Source: an optimization exercise on an open RTL-to-GDS flow (aim: small area, a short achievable clock period and few clock cycles). Production flows keep margins and buffers that such runs may drop.
Only simulation tests tie the RTL to the original design; equivalence was not proved.
Power and IR drop assume default switching activity.

## mandel_top
module mandel_top (
	input  wire                    clk,
	input  wire                    rst,
	input  wire                    psel,
	input  wire                    penable,
	input  wire                    pwrite,
	input  mandel_pkg::apb_addr_t  paddr,
	input  mandel_pkg::word_t      pwdata,
	output mandel_pkg::word_t      prdata,
	output logic                   pready,
	output logic                   pslverr,
	output logic                   pix_valid,
	output mandel_pkg::pix_addr_t  pix_addr,
	output mandel_pkg::iter_t      pix_iter,
	output mandel_pkg::color_t     pix_color
);
For scale: roughly 7400 cells after synthesis, ~870 flip-flops, ~120 I/O pins, about 71000 µm² of cells after synthesis.
Settings: LEC_CHECK=0, CAP_MARGIN=20, CORE_MARGIN=2, CORE_UTILIZATION=60, PLACE_DENSITY=0.7, SLEW_MARGIN=20; clock period 22.0 ns.
standard.sh (not shown) runs the stock make flow with config.mk's settings and CLKGATE_MAP_FILE= SYNTH_SCRIPT=/design/flow/synth_recipe.tcl, a recipe that flattens the netlist after the stock synthesis.
==> flow/flow/run.sh <==
#!/bin/bash
# The standard layout (the standard.sh: its synthesis, floorplan, power
# grid, placement, clock tree and routing), with two changes in how it is
# optimised; the clock period and the constraints stay the design's:
# - the port buffers that global placement adds are buf_4 cells rather than
#   the default delay-buffer cell, which is slow on every input and output
# - timing repair after clock-tree synthesis and global routing works the
#   worst paths down towards 5.5 ns instead of stopping once the 22 ns clock
#   is met (a setup margin of 16.5 ns)
set -euo pipefail
export BUFFER_PORTS_ARGS="-buffer_cell sky130_fd_sc_hd__buf_4"
export SETUP_SLACK_MARGIN=16.5
bash standard.sh finish > layout.log 2>&1
Testbench counts at the start, summed over its fixed seeds: cycles 673,532.
==> next run, changes <==
--- a/flow/config.mk
+++ b/flow/config.mk
@@ -9,4 +9,3 @@
 export CORE_MARGIN = 2
-export CORE_UTILIZATION = 60
-export PLACE_DENSITY = 0.7
+export CORE_UTILIZATION = 40
 export SLEW_MARGIN = 20
Power rises by a few percent.
Fmax falls slightly.
Cell area climbs slightly.
Cell count climbs by roughly a tenth.
Wire length goes up by a few percent.
Register-to-register slack gets better by 0.02 ns.
Clock skew fell by 0.024 ns.
Synthesized area is unchanged.
Global-route usage came out lower by 9.8 points.
==> next run, changes <==
==> flow/run.sh (new file) <==
#!/bin/bash
# synth_recipe.tcl (not shown) runs the flow's synth.tcl, then flattens the netlist and writes it again
# the make line also repeats each setting of config.mk as NAME=value (left out here)
make -C /OpenROAD-flow-scripts/flow DESIGN_CONFIG=/design/flow/config.mk WORK_HOME=/design/flow/orfs CLKGATE_MAP_FILE= SYNTH_SCRIPT=/design/flow/synth_recipe.tcl finish
--- a/flow/config.mk
+++ b/flow/config.mk
@@ -7,5 +7,5 @@
 export LEC_CHECK = 0
-export CAP_MARGIN = 20
+export CAP_MARGIN = 60
 export CORE_MARGIN = 2
 export CORE_UTILIZATION = 40
-export SLEW_MARGIN = 20
+export SLEW_MARGIN = 60
removed: flow/flow/run.sh
removed: flow/standard.sh
The new run ran to the end with no violations.
Worst hold slack gets better by 0.017 ns.
Cell area is higher by 0.62%.
Fmax came out lower by 8.1%.
Synthesized area is unchanged.
Synthesized cell count does not change.
Via count hardly moves.
==> next run, changes <==
==> flow/flow/run.sh (new file) <==
#!/bin/bash
# The standard layout (the standard.sh: its synthesis, floorplan, power
# grid, placement, clock tree and routing, unchanged), except that the port
# buffers that global placement adds use buf_4 cells rather than the default
# delay-buffer cell, which is slow on every input and output path.
set -euo pipefail
export BUFFER_PORTS_ARGS="-buffer_cell sky130_fd_sc_hd__buf_4"
bash standard.sh finish > layout.log 2>&1
==> flow/standard.sh (new file) <==
#!/bin/bash
# synth_recipe.tcl (not shown) runs the flow's synth.tcl, then flattens the netlist and writes it again
# the make line also repeats each setting of config.mk as NAME=value (left out here)
make -C /OpenROAD-flow-scripts/flow DESIGN_CONFIG=/design/flow/config.mk WORK_HOME=/design/flow/orfs CLKGATE_MAP_FILE= SYNTH_SCRIPT=/design/flow/synth_recipe.tcl "${@:-finish}"
--- a/flow/config.mk
+++ b/flow/config.mk
@@ -7,5 +7,5 @@
 export LEC_CHECK = 0
-export CAP_MARGIN = 60
+export CAP_MARGIN = 20
 export CORE_MARGIN = 2
 export CORE_UTILIZATION = 40
-export SLEW_MARGIN = 60
+export SLEW_MARGIN = 20
removed: flow/run.sh
Result: Routed wire length drops by 0.40%. Global-route usage stays flat. Total power goes down by 0.47%. Cell area goes down by 1.2%. Clock power hardly moves. Area after synthesis stays the same. Synthesized cell count stays the same. Worst hold slack gets worse by 0.034 ns. Sequential power hardly moves. Die area does not change.

========
Another version of the RTL of mandel_top (not shown whole).
Size in the first run: about 1400 flip-flops, roughly 120 I/O pins, ~130000 µm² of cells after synthesis.
==> flow/config.mk <==
export PLATFORM = sky130hd
export DESIGN_NAME = mandel_top
export DESIGN_NICKNAME = mandel_top
export VERILOG_FILES = /design/flow/design.v
export SDC_FILE = /design/flow/constraint.sdc
export NUM_CORES = 4
export LEC_CHECK = 0
export CAP_MARGIN = 20
export CORE_MARGIN = 2
export CORE_UTILIZATION = 40
export SLEW_MARGIN = 20
==> flow/constraint.sdc <==
create_clock -name core_clock -period 22.0 [get_ports {clk}]
set_input_delay 4.4000 -clock core_clock [delete_from_list [all_inputs] [get_ports {clk}]]
set_output_delay 4.4000 -clock core_clock [all_outputs]
set_load 0.01 [all_outputs]
==> flow/flow/run.sh <==
#!/bin/bash
# The standard layout (the standard.sh: its synthesis, floorplan, power
# grid, placement, clock tree and routing), with two changes in how it is
# optimised; the clock period and the constraints stay the design's:
# - the port buffers that global placement adds are buf_4 cells rather than
#   the default delay-buffer cell, which is slow on every input and output
# - timing repair after clock-tree synthesis and global routing works the
#   worst paths down towards 5.5 ns instead of stopping once the 22 ns clock
#   is met (a setup margin of 16.5 ns)
set -euo pipefail
export BUFFER_PORTS_ARGS="-buffer_cell sky130_fd_sc_hd__buf_4"
export SETUP_SLACK_MARGIN=16.5
bash standard.sh finish > layout.log 2>&1
The first run ran to the end with no violations.
Testbench counts at the start, summed over its fixed seeds: cycles 339,082.
Change:
Settings changed: CORE_UTILIZATION 40 to 70, PLACE_DENSITY set to 0.8.
Total power shrinks by a few percent.
Design area fell by a few percent.
Sequential cell count does not change.
Worst setup slack is better by 0.071 ns.
Via count grows by a few percent.
Final cell count shrinks by roughly a tenth.
Maximum frequency came out higher slightly.
Global-route usage grows by 16 points.
Change:
Settings changed: CTS_CLUSTER_DIAMETER set to 100, CTS_CLUSTER_SIZE set to 30.
Outcome: The changed run completed with no timing, DRC or antenna violations; design area drops by a few percent; power drops by a quarter to a third; routed wire length drops by a few percent; core utilization drops by 2.0 points; cell count drops slightly; register-to-register slack improved by 0.06 ns.
Change:
Settings changed: CORE_UTILIZATION 70 to 60, CTS_CLUSTER_DIAMETER 100 to unset, CTS_CLUSTER_SIZE 30 to unset, PLACE_DENSITY 0.8 to 0.7.
Via count is about the same. Total power is higher by 35%. Worst setup slack is worse by 0.087 ns. Global-route usage shrinks by 4.4 points.

[afterwards: timing with drivers on the ports]
How much do the figures lean on ideal ports? The routed layouts below were timed once more, with nothing changed but the port constraints.
Step 1 (the two cells are an assumption about what drives the block):
set clk [get_ports {clk}]
set_driving_cell -lib_cell sky130_fd_sc_hd__clkbuf_16 $clk
set_driving_cell -lib_cell sky130_fd_sc_hd__buf_2 [delete_from_list [all_inputs] $clk]
Step 2 also shifts input and output timing later by t, the mid clock arrival at the registers, as if the neighbouring blocks saw the same clock.
Slacks: ideal / step 1 / step 2; pairs: ideal / step 1.
| run | t, ns | slack for setup (ns) | worst setup path at the end | worst data-port slew with drivers (ns) |
|---|---|---|---|---|
| the first run of note 1 | 0.757 | 16.298 / 16.228 / 15.815 | input to register | 0.13 |
| the second run of note 1 | 0.793 | 16.280 / 16.203 / 15.762 | input to register | 0.15 |
| the third run of note 1 | 0.808 | 15.775 / 15.695 / 14.996 | input to register | 0.17 |
| the fourth run of note 1 | 0.780 | 15.735 / 15.735 / 15.402 | input to register | 0.15 |
| the first run of note 2 | 0.941 | 16.184 / 16.076 / 15.810 | input to register | 0.11 |
| the second run of note 2 | 0.901 | 16.255 / 16.169 / 15.622 | input to register | 0.08 |
| the third run of note 2 | 0.846 | 16.280 / 16.186 / 15.694 | input to register | 0.09 |
| the fourth run of note 2 | 0.898 | 16.193 / 16.102 / 15.774 | input to register | 0.12 |
After both steps setup and hold are still met in every run listed. For the third run of note 1, which loses most, drivers alone change the setup slack by -0.080 ns; drivers and shift together by -0.779 ns.
